From an optimization exercise on the open Yosys and OpenROAD flow, aimed at small area and few clock cycles; shortcuts taken in it are not production practice.
The RTL was checked by simulation tests, not by an equivalence proof against the original design.

--- design/flow/config.mk ---
export PLATFORM = sky130hd
export DESIGN_NAME = ycbcrBlockTop
export DESIGN_NICKNAME = ycbcrBlockTop
export VERILOG_FILES = /design/flow/design.v
export SDC_FILE = /design/flow/constraint.sdc
export NUM_CORES = 4
export LEC_CHECK = 0
export CAP_MARGIN = 20
export CORE_MARGIN = 2
export CORE_UTILIZATION = 65
export CTS_BUF_LIST = sky130_fd_sc_hd__clkbuf_8
export CTS_CLUSTER_DIAMETER = 60
export CTS_CLUSTER_SIZE = 20
export SLEW_MARGIN = 20
export SYNTH_HIERARCHICAL = 1
export SYNTH_MINIMUM_KEEP_SIZE = 0
--- design/flow/constraint.sdc ---
create_clock -name core_clock -period 8.0 [get_ports {clk}]
set_input_delay 1.6000 -clock core_clock [delete_from_list [all_inputs] [get_ports {clk}]]
set_output_delay 1.6000 -clock core_clock [all_outputs]
set_load 0.01 [all_outputs]
--- design/flow/design.v ---
package ycbcr_pkg;
    typedef union packed {
        logic [(8 * 8)-1:0]                 raw;
        logic [0:8-1][8-1:0]  lanes;
    } pixelWord_u;
endpackage
module ycc_fa (input logic a, b, c, output logic s, co);
    assign s  = a ^ b ^ c;
    assign co = (a & b) | (a & c) | (b & c);
endmodule
module ycc_ha (input logic a, b, output logic s, co);
    assign s  = a ^ b;
    assign co = a & b;
endmodule
module ycc_stA (
    input  logic [7:0] r,
    input  logic [7:0] g,
    input  logic [7:0] nb,
    output logic [8:0] d,
    output logic [8:0] e
);
    wire a1;
    wire a2;
    wire i_g_0;
    assign i_g_0 = ~g[0];
    assign a1 = ~(r[0] ^ i_g_0);
    assign a2 = r[0] | i_g_0;
    wire a3;
    wire a4;
    wire i_g_1;
    assign i_g_1 = ~g[1];
    ycc_fa ua3 (.a(r[1]), .b(i_g_1), .c(a2), .s(a3), .co(a4));
    wire a5;
    wire a6;
    wire i_g_2;
    assign i_g_2 = ~g[2];
    ycc_fa ua5 (.a(r[2]), .b(i_g_2), .c(a4), .s(a5), .co(a6));
    wire a7;
    wire a8;
    wire i_g_3;
    assign i_g_3 = ~g[3];
    ycc_fa ua7 (.a(r[3]), .b(i_g_3), .c(a6), .s(a7), .co(a8));
    wire a9;
    wire a10;
    wire i_g_4;
    assign i_g_4 = ~g[4];
    ycc_fa ua9 (.a(r[4]), .b(i_g_4), .c(a8), .s(a9), .co(a10));
    wire a11;
    wire a12;
    wire i_g_5;
    assign i_g_5 = ~g[5];
    ycc_fa ua11 (.a(r[5]), .b(i_g_5), .c(a10), .s(a11), .co(a12));
    wire a13;
    wire a14;
    wire i_g_6;
    assign i_g_6 = ~g[6];
    ycc_fa ua13 (.a(r[6]), .b(i_g_6), .c(a12), .s(a13), .co(a14));
    wire a15;
    wire a16;
    wire i_g_7;
    assign i_g_7 = ~g[7];
    ycc_fa ua15 (.a(r[7]), .b(i_g_7), .c(a14), .s(a15), .co(a16));
    wire a17;
    wire a18;
    assign a17 = ~(g[0] ^ nb[0]);
    assign a18 = g[0] | nb[0];
    wire a19;
    wire a20;
    ycc_fa ua19 (.a(g[1]), .b(nb[1]), .c(a18), .s(a19), .co(a20));
    wire a21;
    wire a22;
    ycc_fa ua21 (.a(g[2]), .b(nb[2]), .c(a20), .s(a21), .co(a22));
    wire a23;
    wire a24;
    ycc_fa ua23 (.a(g[3]), .b(nb[3]), .c(a22), .s(a23), .co(a24));
    wire a25;
    wire a26;
    ycc_fa ua25 (.a(g[4]), .b(nb[4]), .c(a24), .s(a25), .co(a26));
    wire a27;
    wire a28;
    ycc_fa ua27 (.a(g[5]), .b(nb[5]), .c(a26), .s(a27), .co(a28));
    wire a29;
    wire a30;
    ycc_fa ua29 (.a(g[6]), .b(nb[6]), .c(a28), .s(a29), .co(a30));
    wire a31;
    wire a32;
    ycc_fa ua31 (.a(g[7]), .b(nb[7]), .c(a30), .s(a31), .co(a32));
    wire i_a16;
    assign i_a16 = ~a16;
    wire i_a32;
    assign i_a32 = ~a32;
    assign d[0] = a1;
    assign d[1] = a3;
    assign d[2] = a5;
    assign d[3] = a7;
    assign d[4] = a9;
    assign d[5] = a11;
    assign d[6] = a13;
    assign d[7] = a15;
    assign d[8] = i_a16;
    assign e[0] = a17;
    assign e[1] = a19;
    assign e[2] = a21;
    assign e[3] = a23;
    assign e[4] = a25;
    assign e[5] = a27;
    assign e[6] = a29;
    assign e[7] = a31;
    assign e[8] = i_a32;
endmodule
module ycc_stB (
    input  logic [8:0] d,
    input  logic [8:0] e,
    input  logic [7:0] g,
    output logic [7:0] y,
    output logic [8:0] cb,
    output logic [8:0] cr
);
    wire b1;
    wire b2;
    ycc_fa ub1 (.a(d[1]), .b(e[1]), .c(e[0]), .s(b1), .co(b2));
    wire b3;
    wire b4;
    ycc_fa ub3 (.a(d[2]), .b(d[0]), .c(e[2]), .s(b3), .co(b4));
    wire b5;
    wire b6;
    ycc_fa ub5 (.a(e[1]), .b(b2), .c(b3), .s(b5), .co(b6));
    wire b7;
    wire b8;
    ycc_fa ub7 (.a(d[3]), .b(d[1]), .c(d[0]), .s(b7), .co(b8));
    wire b9;
    wire b10;
    ycc_fa ub9 (.a(e[3]), .b(e[2]), .c(b4), .s(b9), .co(b10));
    wire b11;
    wire b12;
    ycc_fa ub11 (.a(b7), .b(b6), .c(b9), .s(b11), .co(b12));
    wire b13;
    wire b14;
    ycc_fa ub13 (.a(d[4]), .b(d[2]), .c(d[1]), .s(b13), .co(b14));
    wire b15;
    wire b16;
    ycc_fa ub15 (.a(e[4]), .b(e[3]), .c(b8), .s(b15), .co(b16));
    wire b17;
    wire b18;
    ycc_fa ub17 (.a(b13), .b(b10), .c(b15), .s(b17), .co(b18));
    wire b19;
    wire b20;
    ycc_fa ub19 (.a(d[5]), .b(d[3]), .c(d[2]), .s(b19), .co(b20));
    wire b21;
    wire b22;
    ycc_fa ub21 (.a(e[5]), .b(e[4]), .c(b14), .s(b21), .co(b22));
    wire b23;
    wire b24;
    ycc_fa ub23 (.a(b19), .b(b16), .c(b21), .s(b23), .co(b24));
    wire b25;
    wire b26;
    wire i_e_0;
    assign i_e_0 = ~e[0];
    ycc_fa ub25 (.a(i_e_0), .b(b18), .c(b23), .s(b25), .co(b26));
    wire b27;
    wire b28;
    ycc_fa ub27 (.a(d[6]), .b(d[4]), .c(d[3]), .s(b27), .co(b28));
    wire b29;
    wire b30;
    ycc_fa ub29 (.a(d[0]), .b(e[6]), .c(e[5]), .s(b29), .co(b30));
    wire b31;
    wire b32;
    ycc_fa ub31 (.a(b20), .b(b27), .c(b29), .s(b31), .co(b32));
    wire b33;
    wire b34;
    ycc_fa ub33 (.a(b22), .b(b31), .c(b24), .s(b33), .co(b34));
    wire b35;
    wire b36;
    wire i_e_1;
    assign i_e_1 = ~e[1];
    ycc_fa ub35 (.a(i_e_1), .b(b26), .c(b33), .s(b35), .co(b36));
    wire b37;
    wire b38;
    ycc_fa ub37 (.a(d[7]), .b(d[5]), .c(d[4]), .s(b37), .co(b38));
    wire b39;
    wire b40;
    ycc_fa ub39 (.a(d[1]), .b(e[7]), .c(e[6]), .s(b39), .co(b40));
    wire b41;
    wire b42;
    ycc_fa ub41 (.a(b28), .b(b30), .c(b37), .s(b41), .co(b42));
    wire b43;
    wire b44;
    ycc_fa ub43 (.a(b39), .b(b32), .c(b41), .s(b43), .co(b44));
    wire b45;
    wire b46;
    ycc_fa ub45 (.a(b43), .b(b34), .c(b36), .s(b45), .co(b46));
    wire b47;
    wire b48;
    wire i_e_2;
    assign i_e_2 = ~e[2];
    assign b47 = ~(i_e_2 ^ b45);
    assign b48 = i_e_2 | b45;
    wire b49;
    wire b50;
    ycc_fa ub49 (.a(g[0]), .b(d[6]), .c(d[5]), .s(b49), .co(b50));
    wire b51;
    wire b52;
    ycc_fa ub51 (.a(d[8]), .b(e[3]), .c(e[8]), .s(b51), .co(b52));
    wire b53;
    wire b54;
    ycc_fa ub53 (.a(d[2]), .b(e[7]), .c(b38), .s(b53), .co(b54));
    wire b55;
    wire b56;
    ycc_fa ub55 (.a(b40), .b(b49), .c(b42), .s(b55), .co(b56));
    wire b57;
    wire b58;
    ycc_fa ub57 (.a(b53), .b(b44), .c(b55), .s(b57), .co(b58));
    wire b59;
    wire b60;
    ycc_fa ub59 (.a(b57), .b(b46), .c(b48), .s(b59), .co(b60));
    wire b61;
    wire b62;
    ycc_fa ub61 (.a(g[1]), .b(d[7]), .c(d[6]), .s(b61), .co(b62));
    wire b63;
    wire b64;
    ycc_fa ub63 (.a(e[4]), .b(e[8]), .c(b52), .s(b63), .co(b64));
    wire b65;
    wire b66;
    ycc_fa ub65 (.a(d[3]), .b(b50), .c(b61), .s(b65), .co(b66));
    wire b67;
    wire b68;
    ycc_fa ub67 (.a(b54), .b(b65), .c(b56), .s(b67), .co(b68));
    wire b69;
    wire b70;
    wire i_b63;
    assign i_b63 = ~b63;
    ycc_fa ub69 (.a(i_b63), .b(b58), .c(b67), .s(b69), .co(b70));
    wire b71;
    wire b72;
    ycc_fa ub71 (.a(g[2]), .b(d[7]), .c(d[4]), .s(b71), .co(b72));
    wire b73;
    wire b74;
    ycc_fa ub73 (.a(d[8]), .b(e[5]), .c(b64), .s(b73), .co(b74));
    wire b75;
    wire b76;
    ycc_fa ub75 (.a(b62), .b(b71), .c(b66), .s(b75), .co(b76));
    wire b77;
    wire b78;
    ycc_fa ub77 (.a(b75), .b(b68), .c(b70), .s(b77), .co(b78));
    wire b79;
    wire b80;
    ycc_fa ub79 (.a(g[3]), .b(d[5]), .c(b72), .s(b79), .co(b80));
    wire b81;
    wire b82;
    ycc_fa ub81 (.a(d[8]), .b(e[6]), .c(b74), .s(b81), .co(b82));
    wire b83;
    wire b84;
    wire i_b81;
    assign i_b81 = ~b81;
    ycc_fa ub83 (.a(b79), .b(b76), .c(i_b81), .s(b83), .co(b84));
    wire b85;
    wire b86;
    wire i_e_7;
    assign i_e_7 = ~e[7];
    ycc_fa ub85 (.a(g[4]), .b(d[6]), .c(i_e_7), .s(b85), .co(b86));
    wire b87;
    wire b88;
    ycc_fa ub87 (.a(b85), .b(b80), .c(b84), .s(b87), .co(b88));
    wire b89;
    wire b90;
    wire i_b82;
    assign i_b82 = ~b82;
    assign b89 = ~(i_b82 ^ b87);
    assign b90 = i_b82 | b87;
    wire b91;
    wire b92;
    ycc_fa ub91 (.a(g[5]), .b(d[7]), .c(e[8]), .s(b91), .co(b92));
    wire b93;
    wire b94;
    ycc_fa ub93 (.a(b86), .b(b91), .c(b88), .s(b93), .co(b94));
    wire b95;
    wire b96;
    wire i_d_8;
    assign i_d_8 = ~d[8];
    ycc_fa ub95 (.a(g[6]), .b(i_d_8), .c(b92), .s(b95), .co(b96));
    wire b97;
    wire b98;
    assign b97 = ~(g[7] ^ b96);
    assign b98 = g[7] | b96;
    wire i_b73;
    assign i_b73 = ~b73;
    wire i_b51;
    assign i_b51 = ~b51;
    wire [15:0] b99 = {b97, b95, b90, b89, b83, i_b73, b69, i_b51, b47, b35, b25, b12, b11, b5, b1, d[0]};
    wire [15:0] b100 = {1'b0, b94, b93, 1'b0, b78, b77, b60, b59, 1'b0, 1'b0, 1'b1, b17, 1'b0, 1'b0, 1'b0, e[0]};
    wire [15:0] b101 = b99 + b100;
    wire b102;
    wire b103;
    assign b102 = d[2] ^ d[0];
    assign b103 = ~(d[2] | d[0]);
    wire b104;
    wire b105;
    ycc_fa ub104 (.a(d[0]), .b(d[2]), .c(d[3]), .s(b104), .co(b105));
    wire b106;
    wire b107;
    wire i_b103;
    assign i_b103 = ~b103;
    ycc_fa ub106 (.a(d[1]), .b(i_b103), .c(b104), .s(b106), .co(b107));
    wire b108;
    wire b109;
    ycc_fa ub108 (.a(d[1]), .b(d[3]), .c(d[4]), .s(b108), .co(b109));
    wire b110;
    wire b111;
    ycc_fa ub110 (.a(b105), .b(b108), .c(b107), .s(b110), .co(b111));
    wire b112;
    wire b113;
    assign b112 = b106 ^ b110;
    assign b113 = ~(b106 | b110);
    wire b114;
    wire b115;
    ycc_fa ub114 (.a(d[0]), .b(d[2]), .c(d[4]), .s(b114), .co(b115));
    wire b116;
    wire b117;
    ycc_fa ub116 (.a(d[5]), .b(b109), .c(b114), .s(b116), .co(b117));
    wire b118;
    wire b119;
    wire i_b113;
    assign i_b113 = ~b113;
    ycc_fa ub118 (.a(b116), .b(b111), .c(i_b113), .s(b118), .co(b119));
    wire b120;
    wire b121;
    ycc_fa ub120 (.a(d[1]), .b(d[3]), .c(d[5]), .s(b120), .co(b121));
    wire b122;
    wire b123;
    ycc_fa ub122 (.a(d[6]), .b(b115), .c(b120), .s(b122), .co(b123));
    wire b124;
    wire b125;
    ycc_fa ub124 (.a(b117), .b(b122), .c(b119), .s(b124), .co(b125));
    wire b126;
    wire b127;
    assign b126 = b118 ^ b124;
    assign b127 = ~(b118 | b124);
    wire b128;
    wire b129;
    ycc_fa ub128 (.a(d[2]), .b(d[4]), .c(d[6]), .s(b128), .co(b129));
    wire b130;
    wire b131;
    ycc_fa ub130 (.a(d[7]), .b(e[0]), .c(b121), .s(b130), .co(b131));
    wire b132;
    wire b133;
    ycc_fa ub132 (.a(b128), .b(b123), .c(b130), .s(b132), .co(b133));
    wire b134;
    wire b135;
    wire i_b127;
    assign i_b127 = ~b127;
    ycc_fa ub134 (.a(b132), .b(b125), .c(i_b127), .s(b134), .co(b135));
    wire b136;
    wire b137;
    ycc_fa ub136 (.a(d[3]), .b(d[5]), .c(d[7]), .s(b136), .co(b137));
    wire b138;
    wire b139;
    ycc_fa ub138 (.a(e[1]), .b(b129), .c(b136), .s(b138), .co(b139));
    wire b140;
    wire b141;
    ycc_fa ub140 (.a(b131), .b(b138), .c(b133), .s(b140), .co(b141));
    wire b142;
    wire b143;
    ycc_fa ub142 (.a(i_d_8), .b(b140), .c(b135), .s(b142), .co(b143));
    wire b144;
    wire b145;
    ycc_fa ub144 (.a(d[4]), .b(d[6]), .c(e[2]), .s(b144), .co(b145));
    wire b146;
    wire b147;
    ycc_fa ub146 (.a(b137), .b(b144), .c(b139), .s(b146), .co(b147));
    wire b148;
    wire b149;
    ycc_fa ub148 (.a(i_d_8), .b(b146), .c(b141), .s(b148), .co(b149));
    wire b150;
    wire b151;
    wire i_b148;
    assign i_b148 = ~b148;
    wire i_b143;
    assign i_b143 = ~b143;
    assign b150 = ~(i_b148 ^ i_b143);
    assign b151 = i_b148 | i_b143;
    wire b152;
    wire b153;
    ycc_fa ub152 (.a(d[5]), .b(d[7]), .c(e[3]), .s(b152), .co(b153));
    wire b154;
    wire b155;
    ycc_fa ub154 (.a(b145), .b(b152), .c(b147), .s(b154), .co(b155));
    wire b156;
    wire b157;
    wire i_b151;
    assign i_b151 = ~b151;
    ycc_fa ub156 (.a(b154), .b(b149), .c(i_b151), .s(b156), .co(b157));
    wire b158;
    wire b159;
    ycc_fa ub158 (.a(d[6]), .b(e[4]), .c(b153), .s(b158), .co(b159));
    wire b160;
    wire b161;
    ycc_fa ub160 (.a(i_d_8), .b(b158), .c(b155), .s(b160), .co(b161));
    wire b162;
    wire b163;
    ycc_fa ub162 (.a(b160), .b(b157), .c(b156), .s(b162), .co(b163));
    wire b164;
    wire b165;
    ycc_fa ub164 (.a(d[7]), .b(e[5]), .c(b159), .s(b164), .co(b165));
    wire b166;
    wire b167;
    ycc_fa ub166 (.a(b164), .b(b161), .c(b163), .s(b166), .co(b167));
    wire b168;
    wire b169;
    ycc_fa ub168 (.a(i_d_8), .b(e[6]), .c(b165), .s(b168), .co(b169));
    wire b170;
    wire b171;
    ycc_fa ub170 (.a(b168), .b(b167), .c(b166), .s(b170), .co(b171));
    wire b172;
    wire b173;
    ycc_fa ub172 (.a(e[7]), .b(b169), .c(b171), .s(b172), .co(b173));
    wire b174;
    wire b175;
    wire i_e_8;
    assign i_e_8 = ~e[8];
    ycc_fa ub174 (.a(i_e_8), .b(b173), .c(b172), .s(b174), .co(b175));
    wire b176;
    wire b177;
    wire i_b175;
    assign i_b175 = ~b175;
    wire i_b174;
    assign i_b174 = ~b174;
    assign b176 = ~(i_b175 ^ i_b174);
    assign b177 = i_b175 | i_b174;
    wire b178;
    wire b179;
    ycc_ha ub178 (.a(e[0]), .b(e[2]), .s(b178), .co(b179));
    wire b180;
    wire b181;
    ycc_fa ub180 (.a(e[1]), .b(e[3]), .c(b179), .s(b180), .co(b181));
    wire b182;
    wire b183;
    ycc_fa ub182 (.a(e[0]), .b(e[2]), .c(e[4]), .s(b182), .co(b183));
    wire b184;
    wire b185;
    ycc_ha ub184 (.a(b182), .b(b181), .s(b184), .co(b185));
    wire b186;
    wire b187;
    ycc_fa ub186 (.a(e[1]), .b(e[3]), .c(e[5]), .s(b186), .co(b187));
    wire b188;
    wire b189;
    ycc_fa ub188 (.a(b183), .b(b186), .c(b185), .s(b188), .co(b189));
    wire b190;
    wire b191;
    ycc_fa ub190 (.a(e[2]), .b(e[4]), .c(e[6]), .s(b190), .co(b191));
    wire b192;
    wire b193;
    ycc_fa ub192 (.a(b187), .b(b190), .c(b189), .s(b192), .co(b193));
    wire b194;
    wire b195;
    ycc_fa ub194 (.a(d[0]), .b(e[3]), .c(e[5]), .s(b194), .co(b195));
    wire b196;
    wire b197;
    ycc_fa ub196 (.a(e[7]), .b(b191), .c(b194), .s(b196), .co(b197));
    wire b198;
    wire b199;
    assign b198 = ~(b196 ^ b193);
    assign b199 = b196 | b193;
    wire b200;
    wire b201;
    ycc_fa ub200 (.a(d[1]), .b(e[4]), .c(e[6]), .s(b200), .co(b201));
    wire b202;
    wire b203;
    ycc_fa ub202 (.a(b195), .b(b200), .c(b197), .s(b202), .co(b203));
    wire b204;
    wire b205;
    ycc_fa ub204 (.a(i_e_8), .b(b202), .c(b199), .s(b204), .co(b205));
    wire b206;
    wire b207;
    ycc_fa ub206 (.a(d[2]), .b(e[5]), .c(e[7]), .s(b206), .co(b207));
    wire b208;
    wire b209;
    ycc_fa ub208 (.a(b201), .b(b206), .c(b203), .s(b208), .co(b209));
    wire b210;
    wire b211;
    ycc_fa ub210 (.a(b208), .b(b205), .c(b204), .s(b210), .co(b211));
    wire b212;
    wire b213;
    ycc_fa ub212 (.a(d[3]), .b(e[6]), .c(b207), .s(b212), .co(b213));
    wire b214;
    wire b215;
    ycc_fa ub214 (.a(i_e_8), .b(b212), .c(b209), .s(b214), .co(b215));
    wire b216;
    wire b217;
    ycc_fa ub216 (.a(b214), .b(b211), .c(b210), .s(b216), .co(b217));
    wire b218;
    wire b219;
    ycc_fa ub218 (.a(d[4]), .b(e[7]), .c(b213), .s(b218), .co(b219));
    wire b220;
    wire b221;
    ycc_fa ub220 (.a(b218), .b(b215), .c(b217), .s(b220), .co(b221));
    wire b222;
    wire b223;
    ycc_fa ub222 (.a(d[5]), .b(i_e_8), .c(b219), .s(b222), .co(b223));
    wire b224;
    wire b225;
    ycc_fa ub224 (.a(b222), .b(b221), .c(b220), .s(b224), .co(b225));
    wire b226;
    wire b227;
    ycc_fa ub226 (.a(d[6]), .b(b223), .c(b225), .s(b226), .co(b227));
    wire b228;
    wire b229;
    ycc_fa ub228 (.a(d[7]), .b(b227), .c(b226), .s(b228), .co(b229));
    wire b230;
    wire b231;
    ycc_fa ub230 (.a(i_d_8), .b(b229), .c(b228), .s(b230), .co(b231));
    wire b232;
    wire b233;
    assign b232 = ~(b231 ^ b230);
    assign b233 = b231 | b230;
    wire i_b142;
    assign i_b142 = ~b142;
    wire i_b162;
    assign i_b162 = ~b162;
    wire i_b170;
    assign i_b170 = ~b170;
    wire i_b204;
    assign i_b204 = ~b204;
    wire i_b210;
    assign i_b210 = ~b210;
    wire i_b220;
    assign i_b220 = ~b220;
    wire i_b226;
    assign i_b226 = ~b226;
    wire i_b228;
    assign i_b228 = ~b228;
    wire i_b230;
    assign i_b230 = ~b230;
    assign y[0] = b101[8];
    assign y[1] = b101[9];
    assign y[2] = b101[10];
    assign y[3] = b101[11];
    assign y[4] = b101[12];
    assign y[5] = b101[13];
    assign y[6] = b101[14];
    assign y[7] = b101[15];
    assign cb[0] = i_b142;
    assign cb[1] = b150;
    assign cb[2] = b156;
    assign cb[3] = i_b162;
    assign cb[4] = b166;
    assign cb[5] = i_b170;
    assign cb[6] = b172;
    assign cb[7] = b174;
    assign cb[8] = b176;
    assign cr[0] = i_b204;
    assign cr[1] = i_b210;
    assign cr[2] = b216;
    assign cr[3] = i_b220;
    assign cr[4] = b224;
    assign cr[5] = i_b226;
    assign cr[6] = i_b228;
    assign cr[7] = i_b230;
    assign cr[8] = b232;
endmodule
module ycbcrBlockTop (
    input  logic        clk,
    input  logic        rst_n,
    input  logic        enable,
    input  logic [63:0] rdData,
    output logic [10:0] rdAddr,
    output logic [10:0] wrAddr,
    output logic [63:0] wrData,
    output logic        wen,
    output logic        valid
);
    localparam logic [5:0] LastT = 6'd52;
    logic [5:0] t;
    logic [1:0] ph;      
    wire idle  = (t == 6'd0) | (t == LastT);
    wire start = enable & idle;
    always_ff @(posedge clk) begin
        if (!rst_n) begin
            t  <= 6'd0;
            ph <= 2'd0;
        end else if (start) begin
            t  <= 6'd1;
            ph <= 2'd1;
        end else if (idle) begin
            t  <= 6'd0;
            ph <= 2'd0;
        end else begin
            t  <= t + 6'd1;
            ph <= (ph == 2'd2) ? 2'd0 : ph + 2'd1;
        end
    end
    assign rdAddr = {5'd0, (t[5] & t[4]) ? 6'd0 : t};
    assign wrAddr = {5'd0, t - 6'd5};
    assign wen    = (t < 6'd5);
    assign valid  = (t == LastT);
    logic [63:0] s0, s1;
    logic [31:0] s2h;
    always_ff @(posedge clk) begin
        s0  <= rdData;
        s1  <= s0;
        s2h <= s1[31:0];
    end
    wire selLo = (ph == 2'd0);
    logic [31:0] yU, cbU, crU;
    for (genvar j = 0; j < 4; j++) begin : gU
        logic [7:0] r, g, nb;
        logic [8:0] d, e, dP, eP, cb9, cr9;
        logic [7:0] gB, y;
        assign r = selLo ? s1[63 - 8 * j -: 8]     : s2h[31 - 8 * j -: 8];
        assign g = selLo ? s0[63 - 8 * j -: 8]     : s1[31 - 8 * j -: 8];
        assign nb = ~(selLo ? rdData[63 - 8 * j -: 8] : s0[31 - 8 * j -: 8]);
        ycc_stA uA (.r(r), .g(g), .nb(nb), .d(d), .e(e));
        always_ff @(posedge clk) begin
            dP <= d;
            eP <= e;
        end
        assign gB = (ph == 2'd1) ? s1[63 - 8 * j -: 8] : s2h[31 - 8 * j -: 8];
        ycc_stB uB (.d(dP), .e(eP), .g(gB), .y(y), .cb(cb9), .cr(cr9));
        assign yU[31 - 8 * j -: 8]  = y;
        assign cbU[31 - 8 * j -: 8] = cb9[7:0] | {8{cb9[8]}};
        assign crU[31 - 8 * j -: 8] = cr9[7:0] | {8{cr9[8]}};
    end
    logic [31:0] l1, l2, c3, h1;
    always_ff @(posedge clk) begin
        if (ph == 2'd1) begin
            l1 <= yU;
            l2 <= cbU;
        end else begin
            l1 <= l2;
            l2 <= c3;
        end
        c3 <= crU;
        h1 <= (ph == 2'd2) ? cbU : c3;
    end
    assign wrData = {l1, (ph == 2'd2) ? yU : h1};
endmodule
--- design/flow/flow/run.sh ---
#!/bin/bash
# The standard layout (standard.sh: standard synthesis, floorplan, place, CTS, route),
# with two changes: the buffers that buffer_ports puts on every input and output port are
# sky130_fd_sc_hd__buf_1 cells instead of the default sky130_fd_sc_hd__clkdlybuf4s50_1, and
# CTS (same buffer list and clustering as config.mk) inserts no dummy loads.
# The whole make output goes to standard_flow.log; ORFS keeps each step's log in orfs/logs.
set -euo pipefail
export BUFFER_PORTS_ARGS="-buffer_cell sky130_fd_sc_hd__buf_1"
export CTS_ARGS="-sink_clustering_enable -repair_clock_nets -sink_clustering_size 20 -sink_clustering_max_diameter 60 -buf_list sky130_fd_sc_hd__clkbuf_8 -dont_use_dummy_load"
bash standard.sh > standard_flow.log 2>&1
--- design/flow/standard.sh ---
#!/bin/bash
# synth_recipe.tcl (not shown) runs the flow's synth.tcl, then flattens the netlist and writes it again
# the make line also repeats each setting of config.mk as NAME=value (left out here)
make -C /OpenROAD-flow-scripts/flow DESIGN_CONFIG=/design/flow/config.mk WORK_HOME=/design/flow/orfs CLKGATE_MAP_FILE= SYNTH_SCRIPT=/design/flow/synth_recipe.tcl "${@:-finish}"
==> results of run 1 <==
-- critical path, cell delays in order, from the launching register on --
cell and delay (ns):
dfxtp_1 0.35, buf_4 0.20, fa_1 0.44, fa_1 0.51, fa_1 0.44, fa_1 0.42
fa_1 0.43, fa_1 0.50, inv_1 0.05, ha_1 0.19, inv_1 0.07, fa_1 0.43
ha_1 0.27, nor2_1 0.20, o221ai_1 0.25, a31oi_1 0.25, xnor2_1 0.23, mux2_2 0.25
buf_1 0.15
-- through the flow --
stage	hold slack (ns)	cell area, um2	setup WS, ns	std cells
6_report	0.296	24900	0.167	2371
2_1_floorplan	0.326	24300	0.291	1885
3_3_place_gp	0.330	24400	0.133	2339
3_5_place_dp	0.332	24400	-0.0231	2339
4_1_cts	0.296	24800	0.0721	2370
5_1_grt	0.297	24900	-0.00395	2371
-- Yosys cell counts (11+ instances only) --
master,count,area share (%)
clkbuf_1,11,0.17
mux2_2,160,7.4
nand2_1,13,0.20
inv_1,167,2.6
dfxtp_1,368,30
xor2_1,16,0.58
mux2i_1,32,1.3
nor2_1,106,1.6
fa_1,468,39
ha_1,61,3.2
a21oi_1,71,1.5
buf_2,28,0.58
or2_2,48,1.2
xnor2_1,31,1.1
buf_4,154,4.8
-- cells by family after synthesis --
family	share of synthesized area (%)
adder cells (fa/ha/maj)	41.8
flip-flops	30.4
buffers and inverters	8.22
AND/OR/NAND/NOR	5.21
multiplexers	8.76
AO/OA/AOI/OAI	3.84
XOR/XNOR	1.70
other	0.0155
-- registers in the layout (all words and copies together), names as in the netlist, 6 cells and up --
signal,cells
c3,32
gU.dP,36
gU.eP,36
h1,32
l1,32
l2,32
s0,64
s1,64
s2h,32
t,6
-- Yosys stat by module, one instance, submodules excluded --
module / cells / copies in the design / flops+latches / area, um2
ycc_stA: 36 / 4 / 0 / 220
ycbcrBlockTop: 860 / 1 / 368 / 11000
ycc_stB: 99 / 4 / 0 / 716
ycc_ha: 1 / 8 / 0 / 12.5
ycc_fa: 1 / 468 / 0 / 20.0
-- cell usage in the layout (no fill, tap or decap), drive strengths merged, types with 3 or more instances in the layout --
master and n:
nand4 8, and3 4, o221ai 4, dfxtp 368, fa 468, inv 167
nor2 106, a31oi 8, mux2 160, nand3 3, nand2b 9, o21ai 11
nor3 9, o22ai 4, or2 48, nand4b 8, nor2b 3, o21a 8
ha 61, and4b 4, xor2 16, mux2i 32, conb 10, nand2 13
a2bb2oi 4, a211oi 5, a21oi 80, or4 4, and3b 4, o32ai 4
buf 187, a311oi 4, xnor2 31, clkbuf 29, o211ai 4, and2 9
-- layout make-up --
| type | instances | share of cell area [%] |
|---|---|---|
| multi-input cells | 1152 | 60.4 |
| well taps | 468 | 2.35 |
| clock buffers | 26 | 1.44 |
| inverters | 167 | 2.52 |
| flip-flops and latches | 368 | 29.6 |
| repair buffers | 190 | 3.69 |
-- path summary, 6_finish.rpt --
| check | cells past startpoint | from | slack (ns) | endpoint |
|---|---|---|---|---|
| min reg2reg | 0 | s1[22] | 0.30 | s2h[22] |
| max reg2reg | 19 | gU[3].dP[2] | 0.30 | l2[7] |
| max | 18 | gU[3].dP[4] | 0.17 | wrData[3] |
| min | 0 | s1[22] | 0.30 | s2h[22] |
-- metal layers --
layer  global-route usage (%)  up-vias  part of all wire [%]
met2                     39.9      215                    49
met1                     32.9     6518                    45
met5                        0        -                     0
met3                     3.64       44                   4.2
met4                     5.71        0                   2.0
li1                         -     5837                     -
-- timing repair --
action                                 in CTS  in global routing
endpoints found under the hold margin       0                  0
resized for setup                           3                 21
pin swaps                                   1                  1
buffers inserted                            5                  1
setup endpoints to repair                  22                 74
==> run_results.csv, run 1 <==
group,metric,value,unit
status,outcome,"finished clean",
yosys,syn_area,24200,um2
clock_network,cts-root-buf,"clkbuf_8",
routing,vias,12600,
sta,min_period,7.83,ns
yosys,syn_area_per_cell,12.9,um2
layout,fin_util,68.0,%
layout,synthToLayoutAreaGrowth,2.83,%
routing,viasPerCell,5.32,
layout,antennaDiodeCount,0,
placed_design,dpl.hpwl,34.9,mm
routing,drtIter0Drc,415,
clock_network,numCtsBuffers,26,
clock_network,path_clk_slew,0.11,ns
die,die_x,197,um
clock_network,cts-hold-fix-buffers,0,
grt,grt_max_degree,73,
yosys,synth-main-ff-cell,"dfxtp_1",
routing,wl_per_cell,18.0,um
clock_network,clk-insertion-delay-late,0.62,ns
layout,multiInputGateArea,15000,um2
grt,grt_overflow_total,0,
layout,fillers,2784,
die,die_area,38800,um2
sta,fin_tns_setup,0,ns
sta,finalClockSkew,0.0541,ns
routing,drtAntennaViolNets,0,
die,core_area,36600,um2
placed_design,gp_congestion,0.858,
placed_design,portBuffers,144,
worst_setup_path,crit_required,6.40,ns
sta,finalSetupViolCount,0,
clock_network,cts.sinks,368,
routing,detail_route.wirelength,42.7,mm
grt,grt_pass1_vias,14100,
clock_network,cts_tree,"built",
sta,tightestPinTransition,0.788,ns
grt,antenna_found_initial,0,
layout,seqCellArea,7370,um2
clock_network,cts_max_path_buffers,3,
die,rows,70,
routing,first_pass_iters,4,
sta,fin_crit_sh,97.9,%
layout,nNetsFinal,2501,
yosys,seq_area_frac_synth,30.4,%
worst_setup_path,worstSetupPathType,"reg2out",
die,dieHeight,197,um
grt,grt_pass1_wl,71.1,mm
worst_setup_path,cp-end-kind,"primary output",
min_path,hold_class,"reg2reg",
sta,fmaxAchievable,0.128,GHz
sta,maxSlewViolCount,0,
yosys,ys_warn_count,7,
sta,max_slew_margin,47.5,%
die,ioPinCount,155,
worst_setup_path,cp.arrival,6.23,ns
sta,hold_violations,0,
grt,grt.total_usage,23.7,%
worst_setup_path,startpoint_type,"flop",
routing,drc,0,
clock_network,cts.htree.levels,1,
yosys,synthArstFlopShare,0,%
die,start_util,66.2,%
yosys,synth_edf_count,0,
yosys,yosys.cell_types.count,49,
yosys,ys_seq_elements,368,
run,max-cap-violations,0,
layout,layout-drive-gt1-share,17.4,%
yosys,syn_inst,1876,
worst_setup_path,cp_max_fo,8,
Testbench counts, summed over its fixed seeds: cycles 3,336.
==> run 2, diff against run 1 <==
--- a/design/flow/config.mk
+++ b/design/flow/config.mk
@@ -9,3 +9,3 @@
 export CORE_MARGIN = 2
-export CORE_UTILIZATION = 65
+export CORE_UTILIZATION = 40
 export CTS_BUF_LIST = sky130_fd_sc_hd__clkbuf_8
==> run_results.csv, run 2 <==
group,metric,value,unit
status,outcome,"finished clean",
sta,min_period,7.79,ns
yosys,synth_top_area_share,38.7,%
layout,layout_common_cells,"fa_1 (467), dfxtp_1 (365), inv_1 (167)",
sta,maxSlewViolCount,0,
clock_network,cts.htree.levels,1,
die,core_area,60100,um2
worst_setup_path,cp-end-kind,"primary output",
worst_setup_path,worstRegToRegCells,19,
grt,grt.total_usage,15.3,%
clock_network,numCtsBuffers,30,
die,rows,90,
worst_setup_path,startpoint_type,"flop",
yosys,seq_area_frac_synth,30.4,%
clock_network,cts.sinks,368,
yosys,yosys.cell_types.count,49,
grt,grt_overflow_total,0,
yosys,ys_seq_elements,368,
sta,tightestPinTransition,0.835,ns
yosys,synth_edf_count,0,
routing,detail_route.wirelength,45.9,mm
placed_design,dpl.hpwl,37.4,mm
sta,fin_hold_ws,0.299,ns
routing,wl_met3,2.10,mm
sta,fin_tns_setup,0,ns
sta,fin_crit_sh,97.4,%
layout,nNetsFinal,2501,
layout,reg_top3,"s0: 64 flops, s1: 64 flops",
clock_network,cts-hold-fix-buffers,0,
yosys,synthArstFlopShare,0,%
layout,layout-drive-gt1-share,17.9,%
worst_setup_path,worstSetupPathType,"reg2out",
run,max-cap-violations,0,
yosys,syn_inst,1876,
sta,hold_violations,0,
yosys,synth_common_cells,"fa_1 (468), dfxtp_1 (368), inv_1 (167)",
yosys,synth-main-ff-cell,"dfxtp_1",
layout,multiInputGateArea,15100,um2
layout,fillers,5656,
routing,maxUsedRoutingLayer,"met4",
placed_design,portBuffers,144,
yosys,ys_warn_count,7,
grt,antenna_found_initial,2,
yosys,synth_area_leaders,"fa_1 (39%), dfxtp_1 (30%), mux2_2 (7.4%)",
routing,wl_per_cell,17.1,um
worst_setup_path,cp.arrival,6.19,ns
sta,rsz0062_at_grt,"yes",
sta,max_slew_margin,44.3,%
placed_design,gp_congestion,0.871,
sta,finalClockSkew,0.0794,ns
die,dieHeight,250,um
routing,viasPerCell,4.70,
layout,synthToLayoutAreaGrowth,4.80,%
routing,first_pass_iters,5,
clock_network,path_clk_slew,0.11,ns
clock_network,cts_max_path_buffers,3,
yosys,yosysMostFrequentCell,"fa_1",
min_path,hold_class,"reg2reg",
routing,drc,0,
routing,drtIter0Drc,486,
min_path,hold_depth,0,
sta,finalSetupViolCount,0,
die,die_area,62500,um2
layout,seqCellArea,7370,um2
die,start_util,40.3,%
routing,wl_met2,22.9,mm
clock_network,cts-root-buf,"clkbuf_8",
worst_setup_path,cp_max_fo,6,
routing,drtAntennaViolNets,0,
grt,grt_max_degree,69,
worst_setup_path,crit_required,6.40,ns
routing,vias,12600,
yosys,synth_top_area_cell,"fa_1",
routing,m1WireLength,20.2,mm
layout,final_common_cell,"fa_1",
die,ioPinCount,155,
yosys,syn_area,24200,um2
sta,fmaxAchievable,0.128,GHz
clock_network,clk-insertion-delay-late,0.66,ns
clock_network,cts_tree,"built",
grt,grt_pass1_wl,75.9,mm
die,die_x,250,um
yosys,syn_area_per_cell,12.9,um2
grt,grt_pass1_vias,14600,
## run 2: cell types whose count changed in the layout (fill, tap and decap cells not counted), sizes merged
cell and delta:
diode +1, buf -6, clkbuf +6
## run 2: area by class of cell
| class | instances | share of cell area (%) |
|---|---|---|
| Inverter | 167 | 2.47 |
| Tap cell | 782 | 3.85 |
| Sequential cell | 368 | 29.0 |
| Antenna cell | 1 | 0.00986 |
| Multi-Input combinational cell | 1152 | 59.5 |
| Clock buffer | 30 | 1.63 |
| Timing Repair Buffer | 186 | 3.49 |
## run 2: cell families after synthesis
group	after synthesis	synth area share [%]
adders and majority gates	529	41.8
DFF	368	30.4
buffers and inverters	365	8.22
and+or+nand+nor	236	5.21
muxes	192	8.76
AOI/OAI and AO/OA	138	3.84
xor gates and xnor gates	47	1.70
other	1	0.0155
## run 2: metal layers
layer  vias to the layer above  GRT usage, %
li1                       5843             -
met1                      6529          20.5
met2                       201          26.4
met3                        44          2.49
met4                         0          3.40
met5                         -             0
## run 2: per-stage QoR
| step | area (um2) | instances | utilization [%] | setup WS (ns) |
|---|---|---|---|---|
| 5_1_grt | 25400 | 2686 | 42.2 | -0.0295 |
| 3_3_place_gp | 24700 | 2651 | 41.1 | 0.134 |
| 6_report | 25400 | 2686 | 42.2 | 0.205 |
| 4_1_cts | 25200 | 2684 | 41.9 | 0.0537 |
| 3_5_place_dp | 24700 | 2651 | 41.1 | -0.0855 |
| 2_1_floorplan | 24300 | 1885 | - | 0.291 |
## run 2: worst paths after layout
path | startpoint | end | slack (ns)
max reg2reg | gU[0].dP[2] | l2[29] | 0.29
min | s1[27] | s2h[27] | 0.30
min reg2reg | s1[27] | s2h[27] | 0.30
max | ph[1] | wrData[14] | 0.21
## run 2: Yosys stat by module, one instance, submodules excluded
module / times used / cell area [um2] / flops+latches
ycc_stB: 4 / 716 / 0
ycbcrBlockTop: 1 / 11000 / 368
ycc_stA: 4 / 220 / 0
ycc_fa: 468 / 20.0 / 0
ycc_ha: 8 / 12.5 / 0
## run 2: worst max-delay path: stages (launching register included)
cell and delay (ns):
dfxtp_1 0.33, inv_1 0.14, ha_4 0.21, buf_12 0.14
mux2_2 0.38, fa_1 0.47, fa_1 0.42, fa_1 0.39
fa_1 0.41, fa_1 0.39, fa_1 0.45, ha_1 0.42
inv_1 0.08, o32ai_2 0.47, a211oi_2 0.11, xnor2_1 0.16
buf_4 0.16, mux2_2 0.27, buf_1 0.14
## run 2: repair_timing
item                                    CTS  global route
pin swaps                                 0             3
endpoints found under the setup margin   40            76
setup buffers                             3             1
gates resized for setup                   4            33
==> run 3, diff against run 2 <==
--- a/design/flow/config.mk
+++ b/design/flow/config.mk
@@ -9,3 +9,3 @@
 export CORE_MARGIN = 2
-export CORE_UTILIZATION = 40
+export CORE_UTILIZATION = 80
 export CTS_BUF_LIST = sky130_fd_sc_hd__clkbuf_8
==> run_results.csv, run 3 <==
group,metric,value,unit
status,outcome,"finished clean",
layout,layout-drive-gt1-share,16.9,%
layout,multiInputGateArea,15000,um2
grt,grt_overflow_total,0,
yosys,synth_top_area_cell,"fa_1",
yosys,syn_area_per_cell,12.9,um2
yosys,synth-xor-area-share,1.70,%
yosys,synth_top_area_share,38.7,%
clock_network,cts.htree.levels,1,
layout,nNetsFinal,2497,
yosys,synth_top_family_by_area,"adder cells",
clock_network,cts.sinks,368,
yosys,synth-simple-area-share,5.21,%
yosys,synth_compound_area_share,3.84,%
yosys,ys_seq_elements,368,
layout,synthToLayoutAreaGrowth,2.21,%
yosys,synth_common_cells,"fa_1 (468), dfxtp_1 (368), inv_1 (167)",
yosys,yosys.cell_types.count,49,
worst_setup_path,cp-end-kind,"primary output",
yosys,synthArstFlopShare,0,%
die,dieHeight,178,um
die,core_area,29700,um2
layout,seqCellArea,7370,um2
yosys,synthAdderAreaFrac,41.8,%
yosys,yosysMostFrequentCell,"fa_1",
worst_setup_path,crit_required,6.40,ns
grt,grt_pass1_vias,14700,
yosys,ys_warn_count,7,
yosys,synth-main-ff-cell,"dfxtp_1",
sta,hold_violations,0,
yosys,syn_area,24200,um2
sta,fin_tns_setup,0,ns
yosys,synthMuxAreaShare,8.76,%
min_path,hold_class,"reg2reg",
routing,first_pass_iters,5,
layout,layout_common_cells,"fa_1 (468), dfxtp_1 (365), inv_1 (167)",
clock_network,path_clk_slew,0.11,ns
die,die_x,178,um
sta,max_slew_margin,44.4,%
routing,drtAntennaViolNets,0,
sta,fmaxAchievable,0.128,GHz
routing,vias,12900,
worst_setup_path,cp.arrival,6.18,ns
routing,viasPerCell,5.64,
routing,drc,0,
layout,fillers,1623,
placed_design,gp_congestion,0.874,
die,start_util,81.5,%
sta,finalSetupViolCount,0,
worst_setup_path,cp_max_fo,8,
clock_network,numCtsBuffers,27,
layout,reg_top3,"s0: 64 flops, s1: 64 flops",
placed_design,portBuffers,144,
grt,grt.total_usage,29.6,%
routing,drtIter0Drc,645,
grt,grt_pass1_wl,72.0,mm
placed_design,dpl.hpwl,35.3,mm
die,die_area,31700,um2
routing,wl_per_cell,19.1,um
yosys,syn_inst,1876,
sta,maxSlewViolCount,0,
worst_setup_path,startpoint_type,"flop",
clock_network,cts_tree,"built",
grt,antenna_found_initial,0,
layout,antennaDiodeCount,0,
yosys,synth_edf_count,0,
sta,min_period,7.78,ns
die,rows,63,
die,ioPinCount,155,
worst_setup_path,worstSetupPathType,"reg2out",
run,max-cap-violations,0,
grt,grt_max_degree,73,
clock_network,cts_max_path_buffers,3,
sta,finalClockSkew,0.0558,ns
sta,tightestPinTransition,0.834,ns
sta,fin_crit_sh,97.3,%
layout,final_common_cell,"fa_1",
yosys,seq_area_frac_synth,30.4,%
clock_network,cts-root-buf,"clkbuf_8",
routing,detail_route.wirelength,43.8,mm
clock_network,cts-hold-fix-buffers,0,
yosys,synth_area_leaders,"fa_1 (39%), dfxtp_1 (30%), mux2_2 (7.4%)",
clock_network,clk-insertion-delay-late,0.61,ns
==> run 3: per-layer routing <==
metal	global-route usage (%)	vias to the layer above	part of all wire [%]
li1	-	5842	-
met1	39.0	6709	41
met2	51.6	297	52
met3	4.39	72	5.0
met4	8.50	0	2.6
met5	0	-	0
==> run 3: critical path: stages, from the launching register on <==
cell      delay, ns
dfxtp_1        0.36
buf_4          0.21
fa_1           0.44
fa_1           0.52
fa_1           0.43
fa_1           0.42
fa_1           0.42
fa_1           0.48
inv_1          0.04
ha_1           0.18
inv_1          0.07
fa_1           0.42
ha_1           0.26
a21oi_4        0.19
o32ai_1        0.14
or4_1          0.44
o211ai_2       0.17
mux2_2         0.17
buf_1          0.21
==> run 3: final timing paths <==
| kind | slack (ns) | start | cells after the start | endpoint |
|---|---|---|---|---|
| worst max register to register | 0.31 | gU[3].dP[0] | 19 | l2[0] |
| worst min register to register | 0.31 | s0[32] | 0 | s1[32] |
| worst max-delay path | 0.22 | gU[0].dP[4] | 18 | wrData[31] |
| worst min-delay path | 0.31 | s0[32] | 0 | s1[32] |
==> run 3: cells by family after synthesis <==
group	after synthesis
buf+inv	365
other cells	1
simple gates	236
compound gates	138
xor+xnor	47
mux	192
fa+ha+maj	529
flops	368
==> run 3: per-module statistics from Yosys (local to each module, per instance) <==
| module | cell area (um2) | copies in the design | cells |
|---|---|---|---|
| ycc_stB | 716 | 4 | 99 |
| ycc_fa | 20.0 | 468 | 1 |
| ycc_stA | 220 | 4 | 36 |
| ycbcrBlockTop | 11000 | 1 | 860 |
| ycc_ha | 12.5 | 8 | 1 |
==> run 3: final cells by class <==
| class | instances | share of cell area, % |
|---|---|---|
| inverters | 167 | 2.53 |
| multi-input cells | 1152 | 60.7 |
| flip-flops and latches | 368 | 29.8 |
| clock buffers | 27 | 1.50 |
| well taps | 390 | 1.97 |
| repair buffers | 185 | 3.48 |
==> run 3: repair_timing <==
item	4_1_cts	5_1_grt
gates resized for setup	4	12
gates cloned	0	0
pin swaps	0	2
buffers inserted	0	4
setup endpoints to repair	21	64
==> run 3: through the flow <==
step	cell area [um2]	setup slack, ns	std cells	utilization (%)	hold WS, ns
4_1_cts	24600	0.0735	2285	82.9	0.304
2_1_floorplan	24300	0.291	1885	-	0.326
5_1_grt	24800	-0.00123	2289	83.3	0.303
3_3_place_gp	24200	0.155	2258	81.5	0.329
6_report	24800	0.215	2289	83.3	0.314
3_5_place_dp	24200	-0.0449	2258	81.5	0.331
==> run 4, diff against run 3 <==
--- a/design/flow/design.v
+++ b/design/flow/design.v
@@ -150,11 +150,11 @@
     wire b22;
-    ycc_fa ub21 (.a(e[5]), .b(e[4]), .c(b14), .s(b21), .co(b22));
+    wire i_e_0;
+    assign i_e_0 = ~e[0];
+    ycc_fa ub21 (.a(i_e_0), .b(e[5]), .c(e[4]), .s(b21), .co(b22));
     wire b23;
     wire b24;
-    ycc_fa ub23 (.a(b19), .b(b16), .c(b21), .s(b23), .co(b24));
+    ycc_fa ub23 (.a(b14), .b(b19), .c(b21), .s(b23), .co(b24));
     wire b25;
     wire b26;
-    wire i_e_0;
-    assign i_e_0 = ~e[0];
-    ycc_fa ub25 (.a(i_e_0), .b(b18), .c(b23), .s(b25), .co(b26));
+    ycc_fa ub25 (.a(b16), .b(b23), .c(b18), .s(b25), .co(b26));
     wire b27;
@@ -167,6 +167,6 @@
     wire b32;
-    ycc_fa ub31 (.a(b20), .b(b27), .c(b29), .s(b31), .co(b32));
+    ycc_fa ub31 (.a(b20), .b(b22), .c(b27), .s(b31), .co(b32));
     wire b33;
     wire b34;
-    ycc_fa ub33 (.a(b22), .b(b31), .c(b24), .s(b33), .co(b34));
+    ycc_fa ub33 (.a(b29), .b(b24), .c(b31), .s(b33), .co(b34));
     wire b35;
@@ -175,3 +175,3 @@
     assign i_e_1 = ~e[1];
-    ycc_fa ub35 (.a(i_e_1), .b(b26), .c(b33), .s(b35), .co(b36));
+    ycc_fa ub35 (.a(i_e_1), .b(b33), .c(b26), .s(b35), .co(b36));
     wire b37;
@@ -190,9 +190,9 @@
     wire b46;
-    ycc_fa ub45 (.a(b43), .b(b34), .c(b36), .s(b45), .co(b46));
-    wire b47;
-    wire b48;
     wire i_e_2;
     assign i_e_2 = ~e[2];
-    assign b47 = ~(i_e_2 ^ b45);
-    assign b48 = i_e_2 | b45;
+    ycc_fa ub45 (.a(i_e_2), .b(b34), .c(b43), .s(b45), .co(b46));
+    wire b47;
+    wire b48;
+    assign b47 = ~(b45 ^ b36);
+    assign b48 = b45 | b36;
     wire b49;
@@ -208,9 +208,11 @@
     wire b56;
-    ycc_fa ub55 (.a(b40), .b(b49), .c(b42), .s(b55), .co(b56));
+    wire i_b51;
+    assign i_b51 = ~b51;
+    ycc_fa ub55 (.a(b40), .b(b49), .c(i_b51), .s(b55), .co(b56));
     wire b57;
     wire b58;
-    ycc_fa ub57 (.a(b53), .b(b44), .c(b55), .s(b57), .co(b58));
+    ycc_fa ub57 (.a(b42), .b(b53), .c(b55), .s(b57), .co(b58));
     wire b59;
     wire b60;
-    ycc_fa ub59 (.a(b57), .b(b46), .c(b48), .s(b59), .co(b60));
+    ycc_fa ub59 (.a(b44), .b(b57), .c(b46), .s(b59), .co(b60));
     wire b61;
@@ -220,9 +222,13 @@
     wire b64;
-    ycc_fa ub63 (.a(e[4]), .b(e[8]), .c(b52), .s(b63), .co(b64));
+    wire i_d_3;
+    assign i_d_3 = ~d[3];
+    ycc_fa ub63 (.a(i_d_3), .b(e[4]), .c(e[8]), .s(b63), .co(b64));
     wire b65;
     wire b66;
-    ycc_fa ub65 (.a(d[3]), .b(b50), .c(b61), .s(b65), .co(b66));
+    wire i_b52;
+    assign i_b52 = ~b52;
+    ycc_fa ub65 (.a(b50), .b(i_b52), .c(b61), .s(b65), .co(b66));
     wire b67;
     wire b68;
-    ycc_fa ub67 (.a(b54), .b(b65), .c(b56), .s(b67), .co(b68));
+    ycc_fa ub67 (.a(b54), .b(b56), .c(b65), .s(b67), .co(b68));
     wire b69;
@@ -243,14 +249,20 @@
     wire b78;
-    ycc_fa ub77 (.a(b75), .b(b68), .c(b70), .s(b77), .co(b78));
+    wire i_b73;
+    assign i_b73 = ~b73;
+    ycc_fa ub77 (.a(i_b73), .b(b68), .c(b75), .s(b77), .co(b78));
     wire b79;
     wire b80;
-    ycc_fa ub79 (.a(g[3]), .b(d[5]), .c(b72), .s(b79), .co(b80));
+    wire i_d_8;
+    assign i_d_8 = ~d[8];
+    ycc_fa ub79 (.a(g[3]), .b(i_d_8), .c(d[5]), .s(b79), .co(b80));
     wire b81;
     wire b82;
-    ycc_fa ub81 (.a(d[8]), .b(e[6]), .c(b74), .s(b81), .co(b82));
+    wire i_e_6;
+    assign i_e_6 = ~e[6];
+    ycc_fa ub81 (.a(i_e_6), .b(b72), .c(b79), .s(b81), .co(b82));
     wire b83;
     wire b84;
-    wire i_b81;
-    assign i_b81 = ~b81;
-    ycc_fa ub83 (.a(b79), .b(b76), .c(i_b81), .s(b83), .co(b84));
+    wire i_b74;
+    assign i_b74 = ~b74;
+    ycc_fa ub83 (.a(i_b74), .b(b81), .c(b76), .s(b83), .co(b84));
     wire b85;
@@ -262,9 +274,7 @@
     wire b88;
-    ycc_fa ub87 (.a(b85), .b(b80), .c(b84), .s(b87), .co(b88));
+    ycc_fa ub87 (.a(b80), .b(b85), .c(b82), .s(b87), .co(b88));
     wire b89;
     wire b90;
-    wire i_b82;
-    assign i_b82 = ~b82;
-    assign b89 = ~(i_b82 ^ b87);
-    assign b90 = i_b82 | b87;
+    assign b89 = ~(b87 ^ b84);
+    assign b90 = b87 | b84;
     wire b91;
@@ -277,4 +287,2 @@
     wire b96;
-    wire i_d_8;
-    assign i_d_8 = ~d[8];
     ycc_fa ub95 (.a(g[6]), .b(i_d_8), .c(b92), .s(b95), .co(b96));
@@ -284,8 +292,4 @@
     assign b98 = g[7] | b96;
-    wire i_b73;
-    assign i_b73 = ~b73;
-    wire i_b51;
-    assign i_b51 = ~b51;
-    wire [15:0] b99 = {b97, b95, b90, b89, b83, i_b73, b69, i_b51, b47, b35, b25, b12, b11, b5, b1, d[0]};
-    wire [15:0] b100 = {1'b0, b94, b93, 1'b0, b78, b77, b60, b59, 1'b0, 1'b0, 1'b1, b17, 1'b0, 1'b0, 1'b0, e[0]};
+    wire [15:0] b99 = {b97, b95, b93, b89, b78, b70, b69, b59, b47, b35, b25, b12, b11, b5, b1, d[0]};
+    wire [15:0] b100 = {1'b0, b94, b90, 1'b0, b83, b77, b60, b48, 1'b0, 1'b0, 1'b1, b17, 1'b0, 1'b0, 1'b0, e[0]};
     wire [15:0] b101 = b99 + b100;
--- a/design/flow/flow/run.sh
+++ b/design/flow/flow/run.sh
@@ -8,3 +8,3 @@
 export BUFFER_PORTS_ARGS="-buffer_cell sky130_fd_sc_hd__buf_1"
-export CTS_ARGS="-sink_clustering_enable -repair_clock_nets -sink_clustering_size 20 -sink_clustering_max_diameter 60 -buf_list sky130_fd_sc_hd__clkbuf_8 -dont_use_dummy_load"
+export CTS_ARGS="-sink_clustering_enable -repair_clock_nets -sink_clustering_size 24 -sink_clustering_max_diameter 50 -buf_list sky130_fd_sc_hd__clkbuf_8 -dont_use_dummy_load"
 bash standard.sh > standard_flow.log 2>&1
--- a/design/flow/config.mk
+++ b/design/flow/config.mk
@@ -11,4 +11,4 @@
 export CTS_BUF_LIST = sky130_fd_sc_hd__clkbuf_8
-export CTS_CLUSTER_DIAMETER = 60
-export CTS_CLUSTER_SIZE = 20
+export CTS_CLUSTER_DIAMETER = 50
+export CTS_CLUSTER_SIZE = 24
 export SLEW_MARGIN = 20
==> run_results.csv, run 4 <==
group,metric,value,unit
routing,vias,13000,
yosys,synth_area_leaders,"fa_1 (39%), dfxtp_1 (30%), mux2_2 (7.4%)",
routing,drc,0,
clock_network,clk-insertion-delay-late,0.61,ns
yosys,syn_area_per_cell,12.8,um2
sta,maxSlewViolCount,0,
clock_network,cts_max_path_buffers,3,
yosys,synth_top_area_share,38.5,%
routing,wl_per_cell,19.1,um
worst_setup_path,worstRegToRegCells,19,
routing,drtAntennaViolNets,0,
grt,grt_overflow_total,0,
worst_setup_path,crit_required,8.51,ns
layout,layout-drive-gt1-share,16.7,%
routing,first_pass_iters,5,
clock_network,cts_setup_buffers,0,
sta,hold_violations,0,
sta,rsz0062_at_grt,"no",
placed_design,portBuffers,144,
sta,finalSetupViolCount,0,
die,die_area,31800,um2
sta,min_period,7.74,ns
yosys,yosysMostFrequentCell,"fa_1",
sta,max_slew_margin,50.7,%
yosys,ys_warn_count,7,
clock_network,cts-root-buf,"clkbuf_8",
yosys,synth_common_cells,"fa_1 (468), dfxtp_1 (368), inv_1 (195)",
die,dieHeight,178,um
clock_network,cts.sinks,368,
worst_setup_path,cp-startpoint,"gU[2].dP[0]",
status,outcome,"finished clean",
layout,layout_common_cells,"fa_1 (468), dfxtp_1 (367), inv_1 (195)",
worst_setup_path,cp.arrival,8.24,ns
run,max-cap-violations,0,
yosys,synth_top_area_cell,"fa_1",
layout,fillers,1699,
worst_setup_path,worstSetupEndpoint,"l2[14]",
layout,synthToLayoutAreaGrowth,1.82,%
die,core_area,29800,um2
worst_setup_path,r2r_setup_slack,0.26,ns
sta,fmaxAchievable,0.129,GHz
routing,viasPerCell,5.64,
grt,antenna_found_initial,1,
die,start_util,81.6,%
sta,finalClockSkew,0.0613,ns
clock_network,cts.htree.levels,1,
yosys,synth_edf_count,0,
die,ioPinCount,155,
clock_network,numCtsBuffers,29,
yosys,synth-main-ff-cell,"dfxtp_1",
die,die_x,178,um
worst_setup_path,timing.rr.start,"gU[2].dP[0]",
die,rows,63,
yosys,yosys.cell_types.count,51,
clock_network,path_clk_slew,0.11,ns
placed_design,dp_worst_setup_slack,-0.0473,ns
clock_network,cts_tree,"built",
yosys,ys_seq_elements,368,
sta,tightestPinTransition,0.739,ns
layout,antennaDiodeCount,0,
routing,drtIter0Drc,632,
layout,nNetsFinal,2505,
min_path,hold_class,"reg2reg",
grt,grt_pass1_vias,14700,
worst_setup_path,r2r_end,"l2[14]",
worst_setup_path,cp-end-kind,"flop",
worst_setup_path,startpoint_type,"flop",
sta,setup_slack,0.265,ns
yosys,syn_area,24300,um2
clock_network,cts-hold-fix-buffers,0,
sta,fin_hold_ws,0.309,ns
grt,grt_max_degree,51,
grt,grt_pass1_wl,72.1,mm
clock_network,cts_resized,3,
sta,fin_crit_sh,96.7,%
routing,detail_route.wirelength,43.9,mm
layout,reg_top3,"s0: 64 flops, s1: 64 flops",
layout,final_common_cell,"fa_1",
placed_design,gp_congestion,0.878,
worst_setup_path,worstSetupPathType,"reg2reg",
yosys,syn_inst,1892,
worst_setup_path,cp_max_fo,8,
grt,grt.total_usage,29.6,%
yosys,seq_area_frac_synth,30.3,%
placed_design,dpl.hpwl,35.5,mm
yosys,synthArstFlopShare,0,%
## run 4: cell families (layout without fill, tap and decap cells)
group	after synthesis	count (layout)	synth area share, %
other	1	10	0.0154
multiplexers	196	196	8.90
AO/OA/AOI/OAI	138	138	4.08
XOR/XNOR	51	51	1.84
flip-flops	368	368	30.3
adder cells (fa/ha/maj)	529	529	41.7
AND/OR/NAND/NOR	212	212	4.47
buffers and inverters	397	403	8.71
## run 4: layout make-up
cell class | instances | area [um2] | share of cell area (%)
Clock buffer | 29 | 399 | 1.61
Inverter | 195 | 732 | 2.96
Multi-Input combinational cell | 1136 | 15000 | 60.4
Sequential cell | 368 | 7370 | 29.8
Tap cell | 390 | 488 | 1.97
Timing Repair Buffer | 179 | 803 | 3.25
## run 4: per-stage QoR
stage / instances / utilization, % / cell area, um2 / setup TNS, ns
final: 2297 / 83.1 / 24700 / 0
after CTS: 2297 / 82.9 / 24700 / 0
after global placement: 2268 / 81.5 / 24300 / 0
after global routing: 2297 / 83.1 / 24700 / 0
after floorplan: 1901 / - / 24300 / 0
after detailed placement: 2268 / 81.5 / 24300 / -0.161
## run 4: worst min path at each step
stage	startpoint	endpoint	slack (ns)	depth (start not counted)
after detailed placement	s0[45]	s1[45]	0.33	0
after floorplan	s0[32]	s1[32]	0.33	0
after global placement	s0[38]	s1[38]	0.33	0
after global routing	s0[21]	s1[21]	0.31	0
after CTS	s1[22]	s2h[22]	0.31	0
final	s1[22]	s2h[22]	0.31	0
## run 4: per-module statistics from Yosys, one instance, submodules excluded
module / copies in the design / cell area [um2]
ycbcrBlockTop: 1 / 11000
ycc_fa: 468 / 20.0
ycc_ha: 8 / 12.5
ycc_stA: 4 / 220
ycc_stB: 4 / 737
## run 4: layer usage
metal  track usage [%]  up-vias  wire [um]
li1                  -     5815          -
met1              37.5     6756      17300
met2              52.4      322      23100
met3              5.90       70       2440
met4              7.66        2       1030
met5                 0        -         13
## run 4: worst max-delay path, cell delays in order (launching register included)
cell	delay [ns]
dfxtp_1	0.50
fa_1	0.47
fa_1	0.39
fa_1	0.45
or2_2	0.31
fa_1	0.39
fa_1	0.44
or2_2	0.32
fa_1	0.41
fa_1	0.38
ha_1	0.21
fa_1	0.48
fa_1	0.39
fa_1	0.49
fa_1	0.40
fa_1	0.54
fa_1	0.51
xnor2_4	0.34
nor2_1	0.12
a21oi_1	0.16
Testbench counts of run 4, summed over its fixed seeds: cycles 3,336.
==> run 5, diff against run 4 <==
--- a/design/flow/flow/run.sh
+++ b/design/flow/flow/run.sh
@@ -8,3 +8,3 @@
 export BUFFER_PORTS_ARGS="-buffer_cell sky130_fd_sc_hd__buf_1"
-export CTS_ARGS="-sink_clustering_enable -repair_clock_nets -sink_clustering_size 24 -sink_clustering_max_diameter 50 -buf_list sky130_fd_sc_hd__clkbuf_8 -dont_use_dummy_load"
+export CTS_ARGS="-sink_clustering_enable -repair_clock_nets -sink_clustering_size 20 -sink_clustering_max_diameter 60 -buf_list sky130_fd_sc_hd__clkbuf_8 -dont_use_dummy_load"
 bash standard.sh > standard_flow.log 2>&1
--- a/design/flow/config.mk
+++ b/design/flow/config.mk
@@ -11,4 +11,4 @@
 export CTS_BUF_LIST = sky130_fd_sc_hd__clkbuf_8
-export CTS_CLUSTER_DIAMETER = 50
-export CTS_CLUSTER_SIZE = 24
+export CTS_CLUSTER_DIAMETER = 60
+export CTS_CLUSTER_SIZE = 20
 export SLEW_MARGIN = 20
==> run_results.csv, run 5 <==
group,metric,value,unit
grt,grt_pass1_wl,71.9,mm
layout,fillers,1723,
layout,antennaDiodeCount,0,
worst_setup_path,cp_max_fo,8,
layout,layout_common_cells,"fa_1 (468), dfxtp_1 (367), inv_1 (195)",
worst_setup_path,cp-end-kind,"flop",
placed_design,gp_congestion,0.878,
routing,viasPerCell,5.64,
die,core_area,29800,um2
worst_setup_path,crit_required,8.49,ns
clock_network,path_clk_slew,0.11,ns
yosys,syn_area_per_cell,12.8,um2
sta,fmaxAchievable,0.129,GHz
clock_network,cts_max_path_buffers,3,
layout,fin_util,82.9,%
yosys,ys_seq_elements,368,
yosys,seq_area_frac_synth,30.3,%
worst_setup_path,path_cells,"fa_1 > fa_1 > fa_1 > or2_2 > fa_1 > fa_1 > or2_2 > fa_1 > fa_1 > ha_1 > fa_1 > fa_1 > fa_1 > fa_1 > fa_1 > fa_1 > xnor2_4 > nor2_1 > a21oi_1",
sta,max_slew_margin,50.6,%
grt,grt_pass1_vias,14700,
routing,drc,0,
clock_network,clk-insertion-delay-late,0.61,ns
yosys,synth_common_cells,"fa_1 (468), dfxtp_1 (368), inv_1 (195)",
yosys,synthArstFlopShare,0,%
yosys,synth_edf_count,0,
yosys,yosysMostFrequentCell,"fa_1",
die,rows,63,
die,start_util,81.6,%
status,outcome,"finished clean",
sta,fin_crit_sh,96.7,%
worst_setup_path,startpoint_type,"flop",
sta,rsz0062_at_grt,"no",
yosys,synth_top_area_share,38.5,%
worst_setup_path,worstSetupPathType,"reg2reg",
routing,detail_route.wirelength,43.9,mm
grt,antenna_found_initial,1,
placed_design,dp_worst_setup_slack,-0.0473,ns
placed_design,portBuffers,144,
layout,layout-drive-gt1-share,16.5,%
routing,first_pass_iters,4,
clock_network,cts.sinks,368,
grt,grt_max_degree,51,
worst_setup_path,cpMostUsedCell,"fa_1",
routing,vias,12900,
sta,finalClockSkew,0.0517,ns
layout,final_common_cell,"fa_1",
==> run 5: cell counts after synthesis <==
Identical to the previous run, type by type.
==> run 5: logic make-up after synthesis <==
kind of cell	share of synthesized area, %
compound gates	4.08
xor+xnor	1.84
fa+ha+maj	41.7
buf+inv	8.71
flops	30.3
mux	8.90
other cells	0.0154
simple gates	4.47
==> run 5: routing by layer <==
metal | GRT usage [%] | vias to the layer above | share of wire (%)
met1 | 37.6 | 6723 | 39
li1 | - | 5825 | -
met3 | 5.56 | 80 | 5.2
met4 | 8.37 | 2 | 2.8
met5 | 0 | - | 0.030
met2 | 52.0 | 299 | 53
==> run 5: stage by stage <==
step | hold WS [ns] | instance area, um2
6_report | 0.316 | 24700
5_1_grt | 0.317 | 24700
4_1_cts | 0.316 | 24700
3_5_place_dp | 0.333 | 24300
3_3_place_gp | 0.329 | 24300
2_1_floorplan | 0.326 | 24300
==> run 5: cell type report <==
| type | count | area [um2] | area share, % |
|---|---|---|---|
| Clock buffer | 26 | 358 | 1.45 |
| Inverter | 195 | 732 | 2.96 |
| Multi-Input combinational cell | 1136 | 15000 | 60.5 |
| Sequential cell | 368 | 7370 | 29.8 |
| Tap cell | 390 | 488 | 1.98 |
| Timing Repair Buffer | 179 | 803 | 3.25 |
==> run 5: worst paths after layout <==
kind	startpoint	end	slack [ns]	cells past startpoint
max	gU[2].dP[0]	l2[14]	0.27	19
min	s0[22]	s1[22]	0.32	0
max reg2reg	gU[2].dP[0]	l2[14]	0.27	19
min reg2reg	s0[22]	s1[22]	0.32	0
==> run 5: what timing repair did <==
action	4_1_cts	5_1_grt
resized for setup	2	6
hold buffers	0	0
buffers inserted	0	0
endpoints found under the setup margin	11	50
hold endpoints to repair	0	0
==> run 5: Yosys stat by module, one instance, submodules excluded <==
| module | flops+latches | cells |
|---|---|---|
| ycc_stB | 0 | 103 |
| ycbcrBlockTop | 368 | 860 |
| ycc_stA | 0 | 36 |
| ycc_ha | 0 | 1 |
| ycc_fa | 0 | 1 |
==> run 5: worst max-delay path: cells and delay by family, from the launching register on <==
kind | cells | cell delay [ns]
xor gates and xnor gates | 1 | 0.32
adders and majority gates | 14 | 5.91
AOI/OAI and AO/OA | 1 | 0.16
DFF | 1 | 0.51
and+or+nand+nor | 3 | 0.74

==> separate check: timing with driven ports <==
In the flow no input, the clock included, has a driving cell. The finished layouts below were timed again as built, in two steps. Step 1 sets driving cells, clkbuf_16 on the clock port and buf_2 on the other inputs (assumed; they add their load-dependent delay and slew). Step 2 times the ports against the registers' clock, not the clock port: input delays grow and output delays shrink by t, the midpoint of the rising clock arrivals with the driver on. Three values: no drivers, after step 1, after step 2; two values: the first two.
run	t, ns	slack for setup (ns)	hold WS [ns]	worst slew at a driven data input, ns
run 1	0.643	0.167 / 0.117 / 0.299	0.296 / 0.296 / 0.296	0.04
run 2	0.669	0.205 / 0.156 / 0.288	0.299 / 0.299 / 0.299	0.05
run 3	0.631	0.215 / 0.166 / 0.313	0.314 / 0.314 / 0.314	0.05
run 4	0.631	0.265 / 0.265 / 0.265	0.309 / 0.309 / 0.309	0.04
run 5	0.633	0.267 / 0.267 / 0.267	0.316 / 0.316 / 0.316	0.04
After both steps setup and hold are still met in every run listed.
